Background: an optimization exercise with open tools, aiming at small area, a short achievable clock period and few clock cycles. Do not read the settings as production practice. At most, simulation tests tie the RTL to the original design; equivalence was not proved. Power and IR drop assume default switching activity.

==> module icache_ctrl, before the edit <==
module icache_ctrl #(
  parameter int unsigned LINES       = 16,
  parameter int unsigned MEM_LATENCY = 1
) (
  input  logic         clk,
  input  logic         reset,
  input  logic         pc_valid,
  input  logic [31:0]  pc,
  input  logic         flush,
  output logic [31:0]  inst,
  output logic         inst_valid,
  output logic         stall,
  output logic [31:0]  mem_address,
  input  logic [127:0] mem_dataline,
  output logic [31:0]  hit_count,
  output logic [31:0]  miss_count
);
  localparam int unsigned IDX   = $clog2(LINES);
  localparam int unsigned TAG_W = 28 - IDX;
  logic [27:0]        buf_line_q;     
  logic               buf_ok_q;       
  logic               cont_q;         
  logic               first_q;        
  logic               idx_eq_q;       
  logic               tag_miss_q;     
  logic [28:0]        carry;          
  logic [6:0]         line_ne;
  logic               buf_hit;
  logic               hit_en;
  logic               stall_en;
  logic               stall_hit;
  logic               served;
  logic               idx_eq;
  logic               next_lo;
  logic               lo_en;
  logic               idx_ne;
  logic [3:0]         next_hi;
  logic               req;
  logic               start;
  logic [31:0]        hit_count_q;
  logic [31:0]        miss_count_q;
  logic               miss_add_q;
  logic [32:0]        hit_carry;
  logic [32:0]        miss_carry;
  logic [31:0]        miss_sum;
  logic [LINES-1:0]   valid_q;
  logic [TAG_W-1:0]   tag_q [LINES];
  logic [IDX-1:0]     buf_idx;
  logic [TAG_W-1:0]   buf_tag;
  logic [TAG_W-1:0]   slot_tag;
  logic               slot_valid;
  logic               buf_present;
  logic               pc_present;
  logic               new_miss;
  logic               fill;
  logic               fill_q;         
  logic [27:0]        fill_line_q;    
  logic               fill_same_q;    
  assign req     = pc_valid && !flush && !reset;
  assign start   = req && !cont_q;
  for (genvar g = 0; g < 7; g++) begin : g_line_ne
    icache_ctrl_ne4 u_ne (.a(pc[4+4*g +: 4]), .b(buf_line_q[4*g +: 4]), .ne(line_ne[g]));
  end
  assign hit_en  = buf_ok_q && pc_valid && !flush && !reset;
  assign stall_en = buf_ok_q && !flush;
  icache_ctrl_match u_match_iv (.ne(line_ne), .en(hit_en),   .match(inst_valid));
  icache_ctrl_match u_match_st (.ne(line_ne), .en(stall_en), .match(stall_hit));
  icache_ctrl_match u_match    (.ne(line_ne), .en(buf_ok_q), .match(buf_hit));
  assign stall      = pc_valid && !reset && !stall_hit;
  assign served     = req && buf_hit;         
  icache_ctrl_prefix #(28) u_carry (.a(buf_line_q), .p(carry));
  icache_ctrl_ne4 u_idx_ne (.a(pc[3+IDX:4]), .b(buf_line_q[IDX-1:0]), .ne(idx_ne));
  assign idx_eq  = !idx_ne;
  assign lo_en   = buf_ok_q && pc[3] && pc[2];
  icache_ctrl_nor2 u_next_lo (.a(idx_ne), .b(!lo_en), .y(next_lo));
  for (genvar g = 0; g < 4; g++) begin : g_next_hi
    icache_ctrl_all_ones u_next_hi (.en(buf_ok_q), .bits(pc[3+IDX:2]), .all(next_hi[g]));
  end
  always_comb begin
    mem_address[3:0] = 4'b0000;
    for (int i = 0; i < 28; i++)
      mem_address[4+i] = pc[4+i] ^ ((i < IDX) ? (next_lo && carry[i]) : (next_hi[(i-IDX)/6] && carry[i]));
  end
  assign buf_idx     = buf_line_q[IDX-1:0];
  assign buf_tag     = buf_line_q[27:IDX];
  assign slot_tag    = tag_q[buf_idx];
  assign slot_valid  = valid_q[buf_idx];
  assign buf_present = fill_same_q || (slot_valid && (slot_tag == buf_tag));
  assign pc_present  = fill_same_q ? !(|line_ne[6:1])
                                   : (slot_valid && (slot_tag == pc[31:4+IDX]));
  assign new_miss = (start && buf_hit && !buf_present) ||
                    (first_q && (idx_eq_q ? tag_miss_q : !buf_present));
  assign fill = served && !buf_present;
  icache_ctrl_prefix #(32) u_hit_carry  (.a(hit_count_q),  .p(hit_carry));
  icache_ctrl_prefix #(32) u_miss_carry (.a(miss_count_q), .p(miss_carry));
  assign miss_sum = miss_count_q ^ ({32{miss_add_q && !miss_carry[32]}} & miss_carry[31:0]);
  assign hit_count  = hit_count_q;
  assign miss_count = miss_sum;
  always_comb begin
    case (pc[3:2])
      2'd0:    inst = mem_dataline[127:96];
      2'd1:    inst = mem_dataline[95:64];
      2'd2:    inst = mem_dataline[63:32];
      default: inst = mem_dataline[31:0];
    endcase
  end
  always_ff @(posedge clk or posedge reset) begin
    if (reset) begin
      buf_ok_q     <= 1'b0;
      cont_q       <= 1'b0;
      first_q      <= 1'b0;
      hit_count_q  <= 32'h0;
      miss_count_q <= 32'h0;
      miss_add_q   <= 1'b0;
      valid_q      <= '0;
      fill_q       <= 1'b0;
      fill_same_q  <= 1'b0;
    end else begin
      buf_ok_q <= !flush;
      cont_q   <= req && !buf_hit;
      first_q  <= start && !buf_hit;
      hit_count_q  <= hit_count_q ^ ({32{served && !hit_carry[32]}} & hit_carry[31:0]);
      miss_add_q   <= new_miss;
      miss_count_q <= miss_sum;
      fill_q <= fill;
      fill_same_q <= fill && !(pc[3] && pc[2]);
      if (flush)
        valid_q <= '0;
      else if (fill_q)
        valid_q[fill_line_q[IDX-1:0]] <= 1'b1;
    end
  end
  always_ff @(posedge clk) begin
    buf_line_q <= mem_address[31:4];
    idx_eq_q   <= idx_eq;
    tag_miss_q <= !pc_present;
    fill_line_q <= buf_line_q;
    if (fill_q)
      tag_q[fill_line_q[IDX-1:0]] <= fill_line_q[27:IDX];
  end
endmodule
export LEC_CHECK = 0
export CAP_MARGIN = 20
export CORE_MARGIN = 2
export CORE_UTILIZATION = 40
export SETUP_SLACK_MARGIN = 2.3
export SLEW_MARGIN = 20
export SYNTH_HIERARCHICAL = 1
create_clock -name core_clock -period 6.0 [get_ports {clk}]
standard.sh (not shown) runs the stock make flow with config.mk's settings and CLKGATE_MAP_FILE= SYNTH_SCRIPT=/design/flow/synth_recipe.tcl, a recipe that flattens the netlist after the stock synthesis.
==> flow/flow/run.sh <==
#!/bin/bash
# Own layout flow: the standard synthesis unchanged, then the standard ORFS
# layout with sizing not tied to cell footprints, minimum-size port buffers,
# and a clock tree of smaller buffers without dummy loads.
set -euo pipefail
cd "$(dirname "$0")/.."
bash standard.sh synth > synth.log 2>&1
bash standard.sh \
  MATCH_CELL_FOOTPRINT=0 \
  "BUFFER_PORTS_ARGS=-buffer_cell sky130_fd_sc_hd__buf_1" \
  "CTS_ARGS=-sink_clustering_enable -repair_clock_nets -dont_use_dummy_load -buf_list sky130_fd_sc_hd__clkbuf_16 -sink_clustering_size 22 -sink_clustering_max_diameter 80" \
  finish > layout.log 2>&1
Testbench counts at the start, summed over its fixed seeds: cycles 36,683.
==> next run, changes <==
--- a/flow/design.v
+++ b/flow/design.v
@@ -46,12 +46,17 @@
   logic [LINES-1:0]   valid_q;
   logic [TAG_W-1:0]   tag_q [LINES];
   logic [IDX-1:0]     buf_idx;
   logic [TAG_W-1:0]   buf_tag;
   logic [TAG_W-1:0]   slot_tag;
   logic               slot_valid;
+  logic [IDX-1:0]     buf_idx_n_q;    
+  logic [TAG_W/4-1:0] buf_tag_ne;
+  logic [TAG_W/4-1:0] pc_tag_ne;
+  logic               buf_slot_hit;
+  logic               pc_slot_hit;
   logic               buf_present;
   logic               pc_present;
   logic               new_miss;
   logic               fill;
   logic               fill_q;         
   logic [27:0]        fill_line_q;    
@@ -80,17 +85,25 @@
     mem_address[3:0] = 4'b0000;
     for (int i = 0; i < 28; i++)
       mem_address[4+i] = pc[4+i] ^ ((i < IDX) ? (next_lo && carry[i]) : (next_hi[(i-IDX)/6] && carry[i]));
   end
   assign buf_idx     = buf_line_q[IDX-1:0];
   assign buf_tag     = buf_line_q[27:IDX];
-  assign slot_tag    = tag_q[buf_idx];
+  assign slot_tag[TAG_W/2-1:0]     = tag_q[buf_idx][TAG_W/2-1:0];
+  assign slot_tag[TAG_W-1:TAG_W/2] = tag_q[~buf_idx_n_q][TAG_W-1:TAG_W/2];
   assign slot_valid  = valid_q[buf_idx];
-  assign buf_present = fill_same_q || (slot_valid && (slot_tag == buf_tag));
-  assign pc_present  = fill_same_q ? !(|line_ne[6:1])
-                                   : (slot_valid && (slot_tag == pc[31:4+IDX]));
+  for (genvar g = 0; g < TAG_W/4; g++) begin : g_tag_ne
+    icache_ctrl_ne4 u_buf_ne (.a(slot_tag[4*g +: 4]), .b(buf_tag[4*g +: 4]),
+                              .ne(buf_tag_ne[g]));
+    icache_ctrl_ne4 u_pc_ne  (.a(slot_tag[4*g +: 4]), .b(pc[4+IDX+4*g +: 4]),
+                              .ne(pc_tag_ne[g]));
+  end
+  icache_ctrl_match6 u_buf_match (.ne(buf_tag_ne), .en(slot_valid), .match(buf_slot_hit));
+  icache_ctrl_match6 u_pc_match  (.ne(pc_tag_ne),  .en(slot_valid), .match(pc_slot_hit));
+  assign buf_present = fill_same_q || buf_slot_hit;
+  assign pc_present  = fill_same_q ? !(|line_ne[6:1]) : pc_slot_hit;
   assign new_miss = (start && buf_hit && !buf_present) ||
                     (first_q && (idx_eq_q ? tag_miss_q : !buf_present));
   assign fill = served && !buf_present;
   icache_ctrl_prefix #(32) u_hit_carry  (.a(hit_count_q),  .p(hit_carry));
   icache_ctrl_prefix #(32) u_miss_carry (.a(miss_count_q), .p(miss_carry));
   assign miss_sum = miss_count_q ^ ({32{miss_add_q && !miss_carry[32]}} & miss_carry[31:0]);
@@ -129,12 +142,13 @@
       else if (fill_q)
         valid_q[fill_line_q[IDX-1:0]] <= 1'b1;
     end
   end
   always_ff @(posedge clk) begin
     buf_line_q <= mem_address[31:4];
+    buf_idx_n_q <= ~mem_address[3+IDX:4];
     idx_eq_q   <= idx_eq;
     tag_miss_q <= !pc_present;
     fill_line_q <= buf_line_q;
     if (fill_q)
       tag_q[fill_line_q[IDX-1:0]] <= fill_line_q[27:IDX];
   end
@@ -223,6 +237,18 @@
 module icache_ctrl_and4 (
   input  logic [3:0] a,
   output logic       y
 );
   assign y = &a;
 endmodule
+module icache_ctrl_match6 (
+  input  logic [5:0] ne,
+  input  logic       en,
+  output logic       match
+);
+  logic [3:0] none;
+  icache_ctrl_nor2 u_n0 (.a(ne[0]), .b(ne[1]), .y(none[0]));
+  icache_ctrl_nor2 u_n1 (.a(ne[2]), .b(ne[3]), .y(none[1]));
+  icache_ctrl_nor2 u_n2 (.a(ne[4]), .b(ne[5]), .y(none[2]));
+  assign none[3] = en;
+  icache_ctrl_and4 u_a  (.a(none), .y(match));
+endmodule
Outcome: Clock skew shrinks by 0.0054 ns; setup slack degrades by 0.059 ns; critical path depth is unchanged; non-clock buffer count grows by 3; power grows slightly.
For the second run of this note, only the layout was checked, not whether the RTL still works.

## what the ideal ports hide
The results above use ideal ports. As a check the final layouts listed here were re-extracted and re-timed, cells and wires unchanged. Step 1 sets driving cells, clkbuf_16 on the clock port and buf_2 on the other inputs (assumed; they add their load-dependent delay and slew). Step 2 also shifts input and output timing later by t, the mid clock arrival at the registers, as if the neighbouring blocks saw the same clock. Three values: ideal, step 1, step 2; two values: the first two.
run | t (ns) | setup WS [ns] | latest minus earliest clock arrival (ns)
the first run | 0.645 | 2.333 / 2.282 / 2.282 | 0.059 / 0.059
the second run | 0.641 | 2.273 / 2.250 / 2.250 | 0.054 / 0.054
After both steps every run listed still meets setup and hold. For the first run, which loses most, drivers alone change the setup slack by -0.051 ns; drivers and shift together by -0.051 ns.
